Source: an optimization exercise on an open RTL-to-GDS flow (aim: small area, a short achievable clock period and few clock cycles per item). Production flows keep margins and buffers that such runs may drop. RTL that was checked went through simulation tests only; none was proved equivalent to the original.

==> inputs of indigo <==
==> flow/design.v <==
module xtea_core (
    input  logic         clock,
    input  logic         reset_n,
    input  logic         in_valid,
    output logic         in_ready,
    input  logic         mode,
    input  logic [31:0]  data_in1,
    input  logic [31:0]  data_in2,
    input  logic [127:0] key_in,
    output logic         out_valid,
    input  logic         out_ready,
    output logic [31:0]  data_out1,
    output logic [31:0]  data_out2,
    output logic         busy
);
    localparam logic [31:0] DELTA   = 32'h9E3779B9;
    logic         prep;     
    logic         post;     
    logic         run;      
    logic         full;     
    logic         ph;       
    logic         mode_q;
    logic [31:0]  x;
    logic [31:0]  y;
    logic [5:0]   n;        
    logic [31:0]  kk;       
    logic [127:0] key_q;
    logic         idle;
    logic         accept;
    logic         last;
    logic [1:0]   idx;      
    logic [5:0]   n_nx;
    logic         ph_nx;
    logic [1:0]   idx_nx;
    logic [31:0]  sum;      
    logic [31:0]  sums [33];
    logic [31:0]  kw;
    logic [31:0]  mx;
    logic [31:0]  y_new;
    function automatic logic [31:0] add_bk(input logic [31:0] a, input logic [31:0] b,
                                           input logic cin);
        logic [32:0] gg;
        logic [32:0] pp;
        logic [31:0] p;
        p  = a ^ b;
        gg = {a & b, cin};
        pp = {p, 1'b0};
        for (int d = 1; d < 33; d = d * 2) begin
            for (int i = 2 * d - 1; i < 33; i = i + 2 * d) begin
                gg[i] = gg[i] | (pp[i] & gg[i - d]);
                pp[i] = pp[i] & pp[i - d];
            end
        end
        for (int d = 16; d >= 1; d = d / 2) begin
            for (int i = 3 * d - 1; i < 33; i = i + 2 * d) begin
                gg[i] = gg[i] | (pp[i] & gg[i - d]);
                pp[i] = pp[i] & pp[i - d];
            end
        end
        add_bk = p ^ gg[31:0];
    endfunction
    assign idle      = !prep && !run && !post;
    assign in_ready  = idle && (!full || out_ready);
    assign accept    = in_valid && in_ready;
    assign out_valid = full;
    assign busy      = prep || run || post || full;
    for (genvar i = 0; i < 33; i++) begin : g_sum
        assign sums[i] = 32'(i * DELTA);
    end
    assign sum = sums[n];
    always_comb begin
        if (idle) begin
            n_nx   = mode ? 6'd32 : 6'd0;
            ph_nx  = 1'b0;
            idx_nx = mode ? sums[32][12:11] : sums[0][1:0];
        end else begin
            n_nx   = ph ? n : (mode_q ? n - 6'd1 : n + 6'd1);
            ph_nx  = !ph;
            idx_nx = (ph_nx ^ mode_q) ? sums[n_nx][12:11] : sums[n_nx][1:0];
        end
    end
    always_comb begin
        case (idx)
            2'd0:    kw = key_q[127:96];
            2'd1:    kw = key_q[95:64];
            2'd2:    kw = key_q[63:32];
            default: kw = key_q[31:0];
        endcase
    end
    assign mx    = ((y << 4) ^ (y >> 5)) + y;
    assign y_new = x + (mx ^ kk) + {31'd0, mode_q};
    assign last    = !ph && (mode_q ? (n == 6'd0) : n[5]);
    always_ff @(posedge clock or negedge reset_n) begin
        if (!reset_n) begin
            prep <= 1'b0;
            run  <= 1'b0;
            post <= 1'b0;
            full <= 1'b0;
        end else begin
            prep <= accept;
            post <= run && last && mode_q;
            if (prep) begin
                run <= 1'b1;
            end else if (run && last) begin
                run <= 1'b0;
            end
            if ((run && last && !mode_q) || post) begin
                full <= 1'b1;
            end else if (out_ready) begin
                full <= 1'b0;
            end
        end
    end
    always_ff @(posedge clock) begin
        if (accept) begin
            x      <= data_in1;
            y      <= data_in2;
            mode_q <= mode;
        end else if ((prep && mode_q) || post) begin
            x <= y;
            y <= x;
        end else if (run) begin
            x <= y;
            y <= y_new;
        end
        if (idle) key_q <= key_in;
        n   <= n_nx;
        ph  <= ph_nx;
        idx <= idx_nx;
        kk <= add_bk(sum, kw, 1'b0) ^ {32{mode_q}};
    end
    assign data_out1 = x;
    assign data_out2 = y;
endmodule
==> flow/flow/run.sh <==
#!/bin/bash
# Layout flow: the standard flow (standard.sh: the standard synthesis, floorplan, place,
# CTS, route, finish) with two changes: the ports are buffered by the smallest buffer cell
# instead of the delay buffer buffer_ports picks by default, and clock tree synthesis adds no
# dummy loads. Each ORFS step logs to orfs/logs/; the whole make output goes to flow.log here.
set -euo pipefail
export BUFFER_PORTS_ARGS="-buffer_cell sky130_fd_sc_hd__buf_1"
export CTS_ARGS="-sink_clustering_enable -repair_clock_nets -dont_use_dummy_load -buf_list {sky130_fd_sc_hd__clkbuf_8}"
export SETUP_SLACK_MARGIN=6.5
bash standard.sh > flow.log 2>&1
==> flow/standard.sh <==
#!/bin/bash
# synth_recipe.tcl (not shown) runs the flow's synth.tcl, then flattens the netlist and writes it again
# the make line also repeats each setting of config.mk as NAME=value (left out here)
make -C /OpenROAD-flow-scripts/flow DESIGN_CONFIG=/design/flow/config.mk WORK_HOME=/design/flow/orfs CLKGATE_MAP_FILE= SYNTH_SCRIPT=/design/flow/synth_recipe.tcl "${@:-finish}"
==> flow/config.mk <==
export PLATFORM = sky130hd
export DESIGN_NAME = xtea_core
export DESIGN_NICKNAME = xtea_core
export VERILOG_FILES = /design/flow/design.v
export SDC_FILE = /design/flow/constraint.sdc
export NUM_CORES = 4
export LEC_CHECK = 0
export CAP_MARGIN = 20
export CORE_MARGIN = 2
export CORE_UTILIZATION = 40
export SLEW_MARGIN = 20
==> flow/constraint.sdc <==
create_clock -name core_clock -period 12.0 [get_ports {clock}]
set_input_delay 2.4000 -clock core_clock [delete_from_list [all_inputs] [get_ports {clock}]]
set_output_delay 2.4000 -clock core_clock [all_outputs]
set_load 0.01 [all_outputs]
==> xenon (differences from indigo) <==
==> flow/design.v, changed modules only <==
module xtea_core (
    input  logic         clock,
    input  logic         reset_n,
    input  logic         in_valid,
    output logic         in_ready,
    input  logic         mode,
    input  logic [31:0]  data_in1,
    input  logic [31:0]  data_in2,
    input  logic [127:0] key_in,
    output logic         out_valid,
    input  logic         out_ready,
    output logic [31:0]  data_out1,
    output logic [31:0]  data_out2,
    output logic         busy
);
    localparam logic [31:0] DELTA   = 32'h9E3779B9;
    logic         prep;     
    logic         run;      
    logic         full;     
    logic         ph;       
    logic         mode_q;
    logic [31:0]  x;
    logic [31:0]  y;
    logic [5:0]   n;        
    logic [31:0]  kk;       
    logic [127:0] key_q;
    logic         idle;
    logic         accept;
    logic         last;
    logic         fin_dec;
    logic [1:0]   idx;      
    logic [5:0]   n_nx;
    logic         ph_nx;
    logic [1:0]   idx_nx;
    logic [31:0]  sum;      
    logic [31:0]  sums [33];
    logic [31:0]  kw;
    logic [31:0]  mx;
    logic [31:0]  y_new;
    function automatic logic [31:0] add_bk(input logic [31:0] a, input logic [31:0] b,
                                           input logic cin);
        logic [32:0] gg;
        logic [32:0] pp;
        logic [31:0] p;
        p  = a ^ b;
        gg = {a & b, cin};
        pp = {p, 1'b0};
        for (int d = 1; d < 33; d = d * 2) begin
            for (int i = 2 * d - 1; i < 33; i = i + 2 * d) begin
                gg[i] = gg[i] | (pp[i] & gg[i - d]);
                pp[i] = pp[i] & pp[i - d];
            end
        end
        for (int d = 16; d >= 1; d = d / 2) begin
            for (int i = 3 * d - 1; i < 33; i = i + 2 * d) begin
                gg[i] = gg[i] | (pp[i] & gg[i - d]);
                pp[i] = pp[i] & pp[i - d];
            end
        end
        add_bk = p ^ gg[31:0];
    endfunction
    assign idle      = !prep && !run;
    assign in_ready  = idle && (!full || out_ready);
    assign accept    = in_valid && in_ready;
    assign out_valid = full;
    assign busy      = prep || run || full;
    for (genvar i = 0; i < 33; i++) begin : g_sum
        assign sums[i] = 32'(i * DELTA);
    end
    assign sum = sums[n];
    always_comb begin
        if (idle) begin
            n_nx   = mode ? 6'd32 : 6'd0;
            ph_nx  = 1'b0;
            idx_nx = mode ? sums[32][12:11] : sums[0][1:0];
        end else begin
            n_nx   = ph ? n : (mode_q ? n - 6'd1 : n + 6'd1);
            ph_nx  = !ph;
            idx_nx = (ph_nx ^ mode_q) ? sums[n_nx][12:11] : sums[n_nx][1:0];
        end
    end
    always_comb begin
        case (idx)
            2'd0:    kw = key_q[127:96];
            2'd1:    kw = key_q[95:64];
            2'd2:    kw = key_q[63:32];
            default: kw = key_q[31:0];
        endcase
    end
    assign mx    = ((y << 4) ^ (y >> 5)) + y;
    assign y_new = x + (mx ^ kk) + {31'd0, mode_q};
    assign last    = !ph && (mode_q ? (n == 6'd0) : n[5]);
    assign fin_dec = last && mode_q;
    always_ff @(posedge clock or negedge reset_n) begin
        if (!reset_n) begin
            prep <= 1'b0;
            run  <= 1'b0;
            full <= 1'b0;
        end else begin
            prep <= accept;
            if (prep) begin
                run <= 1'b1;
            end else if (run && last) begin
                run <= 1'b0;
            end
            if (run && last) begin
                full <= 1'b1;
            end else if (out_ready) begin
                full <= 1'b0;
            end
        end
    end
    always_ff @(posedge clock) begin
        if (accept) begin
            x      <= data_in1;
            y      <= data_in2;
            mode_q <= mode;
        end else if (prep) begin
            if (mode_q) begin
                x <= y;
                y <= x;
            end
        end else if (run) begin
            x <= fin_dec ? y_new : y;
            if (!fin_dec) y <= y_new;
        end
        if (idle) key_q <= key_in;
        n   <= n_nx;
        ph  <= ph_nx;
        idx <= idx_nx;
        kk <= add_bk(sum, kw, 1'b0) ^ {32{mode_q}};
    end
    assign data_out1 = x;
    assign data_out2 = y;
endmodule
==> flow/flow/run.sh (replaced) <==
#!/bin/bash
# Layout flow: the standard flow with these changes:
# - synthesis: the standard flow's synthesis script (flow/synth.tcl) with ABC mapping by flow/map.abc,
#   run into syn/; its netlist is then handed to the standard flow as SYNTH_NETLIST_FILES;
# - the ports are buffered by the smallest buffer cell (buf_1);
# - clock tree synthesis adds no dummy loads and uses clkbuf_8;
# - timing repair aims at a setup slack of SETUP_SLACK_MARGIN.
# Logs: synth.log (synthesis make output), flow.log (the standard flow's make output), and
# ORFS's per-step logs under syn/logs and orfs/logs.
set -euo pipefail
here=$(pwd)
export FLOW_ABC_SCRIPT=$here/flow/map.abc
make -C "$FLOW_HOME" DESIGN_CONFIG="$here/config.mk" WORK_HOME="$here/syn" CLKGATE_MAP_FILE= \
  SYNTH_SCRIPT="$here/flow/synth.tcl" synth > synth.log 2>&1
export SYNTH_NETLIST_FILES=$here/syn/results/$FLOW_PLATFORM/xtea_core/base/1_2_yosys.v
export BUFFER_PORTS_ARGS="-buffer_cell sky130_fd_sc_hd__buf_1"
export CTS_ARGS="-sink_clustering_enable -repair_clock_nets -dont_use_dummy_load -buf_list {sky130_fd_sc_hd__clkbuf_8}"
export SETUP_SLACK_MARGIN=6.5
bash standard.sh > flow.log 2>&1
==> flow/flow/map.abc (new file) <==
&get -n
&st
&dch -f
&nf -p
&put
buffer
upsize
dnsize
==> flow/flow/synth.tcl (new file) <==
# The standard flow's synthesis script (synth_recipe.tcl) with one change: Yosys's abc calls map the logic
# with the ABC script named by $::env(FLOW_ABC_SCRIPT) instead of ORFS's abc_speed.script.
proc synth {args} { yosys synth -nofsm -noshare {*}$args }
proc abc {args} {
  set i [lsearch -exact $args -script]
  if {$i >= 0} {
    set args [lreplace $args $i [expr {$i + 1}] -script $::env(FLOW_ABC_SCRIPT)]
  }
  yosys abc {*}$args
}
source $::env(SCRIPTS_DIR)/synth.tcl
# left out here: clear keep_hierarchy, flatten, clean up, hide names made inside functions, write 1_2_yosys.v
==> run summary <==
- Outcome: complete, no violations
- Area growth syn-to-layout: 13.6%
- Vias: 12.5k
- Synth cell count leaders: nand2_1 (196), edfxtp_1 (193), nor2_1 (114), a21oi_1 (109), ha_1 (97)
- Multi-Input Combinational: 1169
That was indigo.
==> run summary <==
- Outcome: complete, no violations
- Multi-Input Combinational: 1285
- Area growth syn-to-layout: 13.8%
That was xenon.
Testbench counts of xenon, summed over its fixed seeds: cycles 25,352, items 384.
Only the layout flow was run in indigo; the RTL was not checked for function there.

## re-timing with driven ports
How much do the figures lean on ideal ports? The routed layouts below were timed once more, with nothing changed but the port constraints.
Step 1 assumes that a clkbuf_16 drives the clock port and a buf_2 every other input.
Step 2 times the ports against the registers' clock, not the clock port: input delays grow and output delays shrink by t, the midpoint of the rising clock arrivals with the driver on.
Slacks: ideal / step 1 / step 2; pairs: ideal / step 1.
| run | t, ns | slack for setup (ns) | clock arrival spread, ns | pins driven straight from the clock port |
|---|---|---|---|---|
| indigo | 0.613 | 6.598 / 6.579 / 6.579 | 0.028 / 0.028 | 1 |
| xenon | 0.610 | 6.696 / 6.676 / 6.676 | 0.089 / 0.090 | 1 |
After both steps every run listed still meets setup and hold. The setup slack of xenon, which loses most, moves by -0.020 ns with the drivers and by -0.020 ns with both steps.
